Context: an optimization exercise on an open-source flow, tuned for small area, a short achievable clock period and few clock cycles. The choices shown serve that exercise and are no tape-out recipe. Only simulation tests tie the RTL to the original design; equivalence was not proved. No activity file was given, so power comes from the tool's default toggle rates.

$ cat design.v
package conv_pkg;
  typedef enum logic {
    MODE_CONV  = 1'b0,
    MODE_DENSE = 1'b1
  } mode_e;
  typedef enum logic [1:0] {
    S_IDLE  = 2'd0,
    S_RUN   = 2'd1,
    S_DRAIN = 2'd2,
    S_OUT   = 2'd3
  } state_e;
  function automatic int acc_w(input int data_w, input int wdepth);
    acc_w = 2 * data_w + $clog2(wdepth);
  endfunction
endpackage
module mac_lane
#(
  parameter int DATA_W = 23,
  parameter int WDEPTH = 16,
  parameter int ACC_W  = conv_pkg::acc_w(DATA_W, WDEPTH),
  parameter int AW     = $clog2(WDEPTH)
) (
  input  logic              clk,
  input  logic              rst_n,
  input  logic              wr_en,
  input  logic [AW-1:0]     wr_addr,
  input  logic [DATA_W-1:0] wr_data,
  input  logic              clr,
  input  logic              mul_en,
  input  logic [AW-1:0]     tap,
  input  logic [DATA_W-1:0] in_data,
  output logic [ACC_W-1:0]  acc
);
  localparam int PW = 2 * DATA_W;
  logic [WDEPTH-1:0][DATA_W-1:0] w_q;
  logic [WDEPTH-1:0][DATA_W-1:0] w_d;
  logic signed [PW-1:0] prod_q, prod_d;
  logic                 pv_q, pv_d;
  logic [ACC_W-1:0]     acc_q, acc_d;
  always_comb begin
    w_d = w_q;
    if (wr_en) begin
      w_d[wr_addr] = wr_data;
    end
  end
  always_comb begin
    prod_d = prod_q;
    pv_d   = mul_en;
    acc_d  = acc_q;
    if (mul_en) begin
      prod_d = $signed(in_data) * $signed(w_q[tap]);
    end
    if (clr) begin
      acc_d = '0;
      pv_d  = 1'b0;
    end else if (pv_q) begin
      acc_d = acc_q + {{(ACC_W - PW){prod_q[PW-1]}}, prod_q};
    end
  end
  always_ff @(posedge clk or negedge rst_n) begin
    if (!rst_n) begin
      w_q    <= '0;
      prod_q <= '0;
      pv_q   <= 1'b0;
      acc_q  <= '0;
    end else begin
      w_q    <= w_d;
      prod_q <= prod_d;
      pv_q   <= pv_d;
      acc_q  <= acc_d;
    end
  end
  assign acc = acc_q;
endmodule
module conv_mac_engine
#(
  parameter int DATA_W = 23,
  parameter int KSIZE  = 3,
  parameter int CH     = 2,
  parameter int WDEPTH = 16,
  parameter int ACC_W  = conv_pkg::acc_w(DATA_W, WDEPTH)
) (
  input  logic                       clk,
  input  logic                       rst_n,
  input  logic                       cfg_we,
  input  logic [$clog2(CH)-1:0]      cfg_ch,
  input  logic [$clog2(WDEPTH)-1:0]  cfg_addr,
  input  logic [DATA_W-1:0]          cfg_wdata,
  input  logic                       mode,
  input  logic [$clog2(WDEPTH):0]    len,
  input  logic                       start,
  input  logic                       in_valid,
  output logic                       in_ready,
  input  logic [DATA_W-1:0]          in_data,
  output logic                       out_valid,
  input  logic                       out_ready,
  output logic [CH*ACC_W-1:0]        out_data,
  output logic                       busy,
  output logic                       err
);
  localparam int AW = $clog2(WDEPTH);
  localparam int NK = KSIZE * KSIZE;
  localparam logic [AW:0] NK_L     = (AW + 1)'(NK);
  localparam logic [AW:0] WDEPTH_L = (AW + 1)'(WDEPTH);
  generate
    if (NK > WDEPTH) begin : g_bad_cfg
      $error("conv_mac_engine: KSIZE*KSIZE exceeds WDEPTH");
    end
  endgenerate
  conv_pkg::state_e      state_q, state_d;
  logic [AW:0] n_q, n_d;
  logic [AW:0] tap_q, tap_d;
  logic        err_q, err_d;
  logic        hs;
  logic        idle;
  logic        clr;
  logic        len_bad;
  assign idle     = (state_q == conv_pkg::S_IDLE);
  assign in_ready = (state_q == conv_pkg::S_RUN);
  assign out_valid = (state_q == conv_pkg::S_OUT);
  assign busy     = !idle;
  assign err      = err_q;
  assign hs       = in_valid && in_ready;
  assign len_bad  = (conv_pkg::mode_e'(mode) == conv_pkg::MODE_DENSE) && ((len == '0) || (len > WDEPTH_L));
  always_comb begin
    state_d = state_q;
    n_d     = n_q;
    tap_d   = tap_q;
    err_d   = 1'b0;
    clr     = 1'b0;
    unique case (state_q)
      conv_pkg::S_IDLE: begin
        if (start) begin
          if (len_bad) begin
            err_d = 1'b1;
          end else begin
            n_d     = (conv_pkg::mode_e'(mode) == conv_pkg::MODE_DENSE) ? len : NK_L;
            tap_d   = '0;
            clr     = 1'b1;
            state_d = conv_pkg::S_RUN;
          end
        end
      end
      conv_pkg::S_RUN: begin
        if (hs) begin
          tap_d = tap_q + 1'b1;
          if (tap_q == n_q - 1'b1) begin
            state_d = conv_pkg::S_DRAIN;
          end
        end
      end
      conv_pkg::S_DRAIN: begin
        state_d = conv_pkg::S_OUT;
      end
      conv_pkg::S_OUT: begin
        if (out_ready) begin
          state_d = conv_pkg::S_IDLE;
        end
      end
      default: state_d = conv_pkg::S_IDLE;
    endcase
    if (cfg_we && !idle) begin
      err_d = 1'b1;
    end
  end
  always_ff @(posedge clk or negedge rst_n) begin
    if (!rst_n) begin
      state_q <= conv_pkg::S_IDLE;
      n_q     <= '0;
      tap_q   <= '0;
      err_q   <= 1'b0;
    end else begin
      state_q <= state_d;
      n_q     <= n_d;
      tap_q   <= tap_d;
      err_q   <= err_d;
    end
  end
  generate
    for (genvar c = 0; c < CH; c++) begin : g_lane
      logic [ACC_W-1:0] acc_c;
      mac_lane #(
        .DATA_W (DATA_W),
        .WDEPTH (WDEPTH),
        .ACC_W  (ACC_W),
        .AW     (AW)
      ) u_lane (
        .clk     (clk),
        .rst_n   (rst_n),
        .wr_en   (cfg_we && idle && (cfg_ch == c)),
        .wr_addr (cfg_addr),
        .wr_data (cfg_wdata),
        .clr     (clr),
        .mul_en  (hs),
        .tap     (tap_q[AW-1:0]),
        .in_data (in_data),
        .acc     (acc_c)
      );
      assign out_data[c*ACC_W +: ACC_W] = acc_c;
    end
  endgenerate
endmodule
$ cat run.sh
#!/bin/bash
# synth_recipe.tcl (not shown) runs the flow's synth.tcl, then flattens the netlist and writes it again
# the make line also repeats each setting of config.mk as NAME=value (left out here)
make -C /OpenROAD-flow-scripts/flow DESIGN_CONFIG=/design/flow/config.mk WORK_HOME=/design/flow/orfs CLKGATE_MAP_FILE= SYNTH_SCRIPT=/design/flow/synth_recipe.tcl finish
$ cat config.mk
export PLATFORM = sky130hd
export DESIGN_NAME = conv_mac_engine
export DESIGN_NICKNAME = conv_mac_engine
export VERILOG_FILES = /design/flow/design.v
export SDC_FILE = /design/flow/constraint.sdc
export NUM_CORES = 4
export LEC_CHECK = 0
export CAP_MARGIN = 20
export CORE_MARGIN = 2
export CORE_UTILIZATION = 40
export SLEW_MARGIN = 20
$ cat constraint.sdc
create_clock -name core_clock -period 10.0 [get_ports {clk}]
set_input_delay 2.0000 -clock core_clock [delete_from_list [all_inputs] [get_ports {clk}]]
set_output_delay 2.0000 -clock core_clock [all_outputs]
set_load 0.01 [all_outputs]
==> summary.txt <==
STA:
- The remaining max-slew budget at the tightest pin is 0.1799.
- Setup repair after global routing left no endpoint under its margin.
- The smallest clock period supported by the final layout is computed as 9.465 ns.
- The final-report hold violation count is 0.
- The final sum of negative setup slack is 0 ns.
- For the pin with the worst max-slew slack, the measured transition is 1.226 ns.
- The final number of max-transition violations was 0.
- The tightest hold path in the finished design has a slack of 0.4751 ns.
- The maximum clock skew at final layout is 0.09978 ns.
- The peak clock frequency supported by timing is 105.7 MHz.
- Setup violations remaining at the end of the flow were counted as 0.
- The final period utilization is 0.9465.

Floorplan:
- The floorplan has 168 rows.
- The starting density of the core is 0.4030.
- The die is 464.0 um tall.
- The horizontal extent of the die is 464.0 um.
- The die covers 215300 um2.
- After floorplanning, the core was sized to cover 210000 um2.
- The number of top-level pins is 167.

Global route:
- The via count of the first global-routing pass is 65860.
- The total overflow left after global routing is 0.
- Entering global routing, the biggest net connects 183 pins.
- The number of antenna violations at the first check in global routing is 21.
- The first global-routing pass estimated 404400 um of wire.
- The overall global routing resource usage is 0.2455.

Clock network:
- The maximum level of the CTS H-tree is 3.
- The tree built by TritonCTS fans out to 942 sinks.
- In this run the post-CTS setup repair buffer count came out at 0.
- The cell sitting at the root of the clock tree is a sky130_fd_sc_hd__clkbuf_16.
- TritonCTS built the clock tree.
- The buffer depth of the longest clock path is 3.
- The clock insertion delay at the later pin of the skew report is 0.77 ns.
- Clock-pin slew was measured on the worst setup and hold paths at 0.06 ns.
- The total CTS buffers is 100.

Routing:
- In the routed layout, each cell is associated on average with a via count of 5.476.
- The iteration-0 DRC count of the detailed router is 4972.
- Summed over all layers, the routed wires come to 261800 um.
- The first detailed-routing pass took 8 iterations.
- The total vias in the final route is 62550.
- The count of nets left with antenna violations once routing finished came out at 0.
- The routed wirelength normalized by instance count is 22.91 um.
- The final routed DRC violation total is 0.

Final layout:
- The layout filler cell count is 19910.
- The most frequent standard cell in the layout excluding fill and tap cells is sky130_fd_sc_hd__nand2_1.
- The area growth from synthesis to final layout is 9.822%.
- For this run, the post-layout net count is 10080.
- In the layout the commonest cells are 1494 x sky130_fd_sc_hd__nand2_1, 1295 x sky130_fd_sc_hd__inv_1, 1132 x sky130_fd_sc_hd__fa_1.
- The share of post-route cells with drive strength above 1 is 0.08649.

Synthesis:
- The synthesized design contains 942 register bits.
- After synthesis, the mean cell area works out to 9.833 um2.
- In this run the cell area of the synthesized design comes to 84620 um2.
- The Yosys step of the flow raised 2 warnings.
- The share of synthesized area in the top cell type comes to 0.2786.
- After synthesis, the netlist uses 80 different library cells.
- After synthesis, the cell types taking the most area are sky130_fd_sc_hd__dfrtp_1 28%, sky130_fd_sc_hd__fa_1 27%, sky130_fd_sc_hd__nand2_1 6.8%.
- The fraction of the yosys area taken by sequential cells is 0.2786.
- In the synthesized netlist the dominant register cell turns out to be sky130_fd_sc_hd__dfrtp_1.
- Counting flops with a built-in enable in the synthesized netlist gives 0.
- The post-synthesis async set-or-reset flop share is 1.000.
- The cell taking the most area after synthesis is sky130_fd_sc_hd__dfrtp_1.
- The synthesized netlist net count is 10160.
- Synthesis handed over a netlist of 8606 instances.

Place:
- The detailed placement HPWL is 185500 um.
- The congestion estimate from routability-driven global placement came to 0.8924.
- The number of port buffers is 166.

Worst setup path:
- The largest fanout on the critical path is 32.
- The worst setup slack for register-to-register paths is 0.54 ns.
- The largest individual stage delay along the critical path comes from the cell sky130_fd_sc_hd__mux4_2.
- The worst stage delay on the critical path is 0.79 ns.
- STA puts the critical path data required time at 10.56 ns.
- The cell type with the highest occurrence count on the critical path is sky130_fd_sc_hd__fa_1.
- The sort of element at the start of the critical path is a flop.
- The startpoint-to-endpoint class of the critical path is flop to flop.
- The depth of the worst register-to-register path is 25.
- The worst setup path is captured at a flop.
- The critical path data arrival time is 10.02 ns.

Worst hold path:
- The worst hold-check path type is flop to flop.
- The worst hold path passes through 2 cells.

Power and ir drop:
- Summing internal, switching and leakage power gives 21.95 mW.
- VDD sags by at most 0.1556 mV.
- In this run the power density over the cells is 236.2 nW/um2.
- The static leakage is 44.57 nW.

Job:
- The tool flagged a number of max-cap violations equal to 0.

Outcome:
- The flow ran to the end and the layout has no timing, DRC or antenna violations.
==> power breakdown <==
group | leakage (nW) | internal (mW) | switching (mW) | total (mW)
clock network | 1.78 | 2.36 | 1.72 | 4.09
logic | 30.0 | 4.99 | 7.37 | 12.4
registers | 12.8 | 4.77 | 0.725 | 5.49
total | 44.6 | 12.1 | 9.82 | 21.9
==> layer usage <==
layer | GRT usage | wire length, um
met1 | 0.3266 | 105500
met2 | 0.3995 | 124700
met3 | 0.04273 | 19680
met4 | 0.09584 | 11700
met5 | 0 | 93
==> logic make-up (layout without fill, tap and decap cells) <==
| logic type | Yosys count | count (layout) | share of synthesized area |
|---|---|---|---|
| simple gates | 2478 | 2478 | 0.1306 |
| other cells | 0 | 4 | 0 |
| xor+xnor | 194 | 194 | 0.02008 |
| compound gates | 1325 | 1325 | 0.08820 |
| fa+ha+maj | 1491 | 1491 | 0.3209 |
| flops | 942 | 942 | 0.2786 |
| buf+inv | 1777 | 1785 | 0.07921 |
| mux | 399 | 399 | 0.08244 |
==> synthesized netlist by cell type (21+ instances only) <==
cell and instances:
sky130_fd_sc_hd__a211oi_1 35, sky130_fd_sc_hd__a21o_1 72, sky130_fd_sc_hd__a21oi_1 181, sky130_fd_sc_hd__a31oi_1 21
sky130_fd_sc_hd__and2_1 482, sky130_fd_sc_hd__buf_1 64, sky130_fd_sc_hd__buf_2 23, sky130_fd_sc_hd__clkbuf_1 393
sky130_fd_sc_hd__dfrtp_1 942, sky130_fd_sc_hd__fa_1 1132, sky130_fd_sc_hd__ha_1 359, sky130_fd_sc_hd__inv_1 1295
sky130_fd_sc_hd__mux2_2 104, sky130_fd_sc_hd__mux2i_1 67, sky130_fd_sc_hd__mux4_2 228, sky130_fd_sc_hd__nand2_1 1527
sky130_fd_sc_hd__nand2b_1 21, sky130_fd_sc_hd__nand3_1 38, sky130_fd_sc_hd__nand4_1 33, sky130_fd_sc_hd__nor2_1 230
sky130_fd_sc_hd__nor3_1 44, sky130_fd_sc_hd__o21ai_0 840, sky130_fd_sc_hd__o21bai_1 31, sky130_fd_sc_hd__xnor2_1 133
sky130_fd_sc_hd__xor2_1 61
==> worst paths after layout <==
kind,start,end
min,g_lane[0].u_lane.w_q[271],g_lane[0].u_lane.w_q[271]
min in group asynchronous,rst_n,g_lane[0].u_lane.acc_q[44]
max reg2reg,tap_q[0],g_lane[0].u_lane.prod_q[44]
max,tap_q[0],g_lane[0].u_lane.prod_q[44]
max in group asynchronous,rst_n,g_lane[1].u_lane.w_q[228]
min reg2reg,g_lane[0].u_lane.w_q[271],g_lane[0].u_lane.w_q[271]
==> registers in the layout, summed over array words and instances (netlist names) <==
name,cells
g_lane.u_lane.w_q,736
g_lane.u_lane.prod_q,92
g_lane.u_lane.pv_q,1
g_lane.u_lane.acc_q,100
state_q,2
n_q,5
tap_q,5
err_q,1
==> final cells by class <==
class,count,area [um2],area share
Inverter,1296,4865,0.05235
Multi-Input combinational cell,5887,54510,0.5865
Clock buffer,138,2895,0.03115
Sequential cell,942,23590,0.2538
Tap cell,2805,3510,0.03776
Timing Repair Buffer,303,2830,0.03045
Antenna cell,4,10.01,0.0001077
Clock inverter,48,728.2,0.007836
==> what timing repair did <==
item                       in CTS  in global routing
setup endpoints to repair       0                  2
hold buffers                    0                  0
resized for setup               0                  1
==> per-stage QoR <==
stage               area, um2  utilization  cells  worst slack [ns]
floorplan               84620            -   8606             1.356
global placement        89250       0.4250  11230            0.6207
detailed placement      89270       0.4251  11230            0.5224
CTS                     92890       0.4424  11420            0.5527
global route            92930       0.4425  11420           0.08371
finish                  92930       0.4426  11420            0.5351
==> worst max-delay path: cells and delay by family, from the launching register on <==
kind            cells  cell delay, ns
fa+ha+maj           8            3.84
simple gates        4            0.88
buf+inv             4            0.73
compound gates      7            1.64
mux                 2            1.36
flops               1            0.71
Testbench counts, summed over its fixed seeds: cycles 18,542.

afterwards: timing with drivers on the ports:
How much do the figures lean on ideal ports? The routed layout below was timed once more, with nothing changed but the port constraints.
Step 1 sets driving cells, clkbuf_16 on the clock port and buf_2 on the other inputs (assumed; they add their load-dependent delay and slew).
Step 2, shift: input delay + t, output delay - t, t = (earliest + latest rising clock arrival at the registers) / 2. This alone moves slack from input paths to output paths.
Three values: ideal ports, drivers, drivers and shift; two values: the first two.
t, ns: 0.807
setup WS [ns]: 0.535 / 0.535 / 0.287
clock arrival spread, ns: 0.100 / 0.100
slew at the worst register clock pin (ns): 0.09 / 0.09
worst slew at a driven data input, ns: 0.22
After both steps setup and hold are still met in this run. For this run, drivers alone change the setup slack by 0.000 ns; drivers and shift together by -0.248 ns.
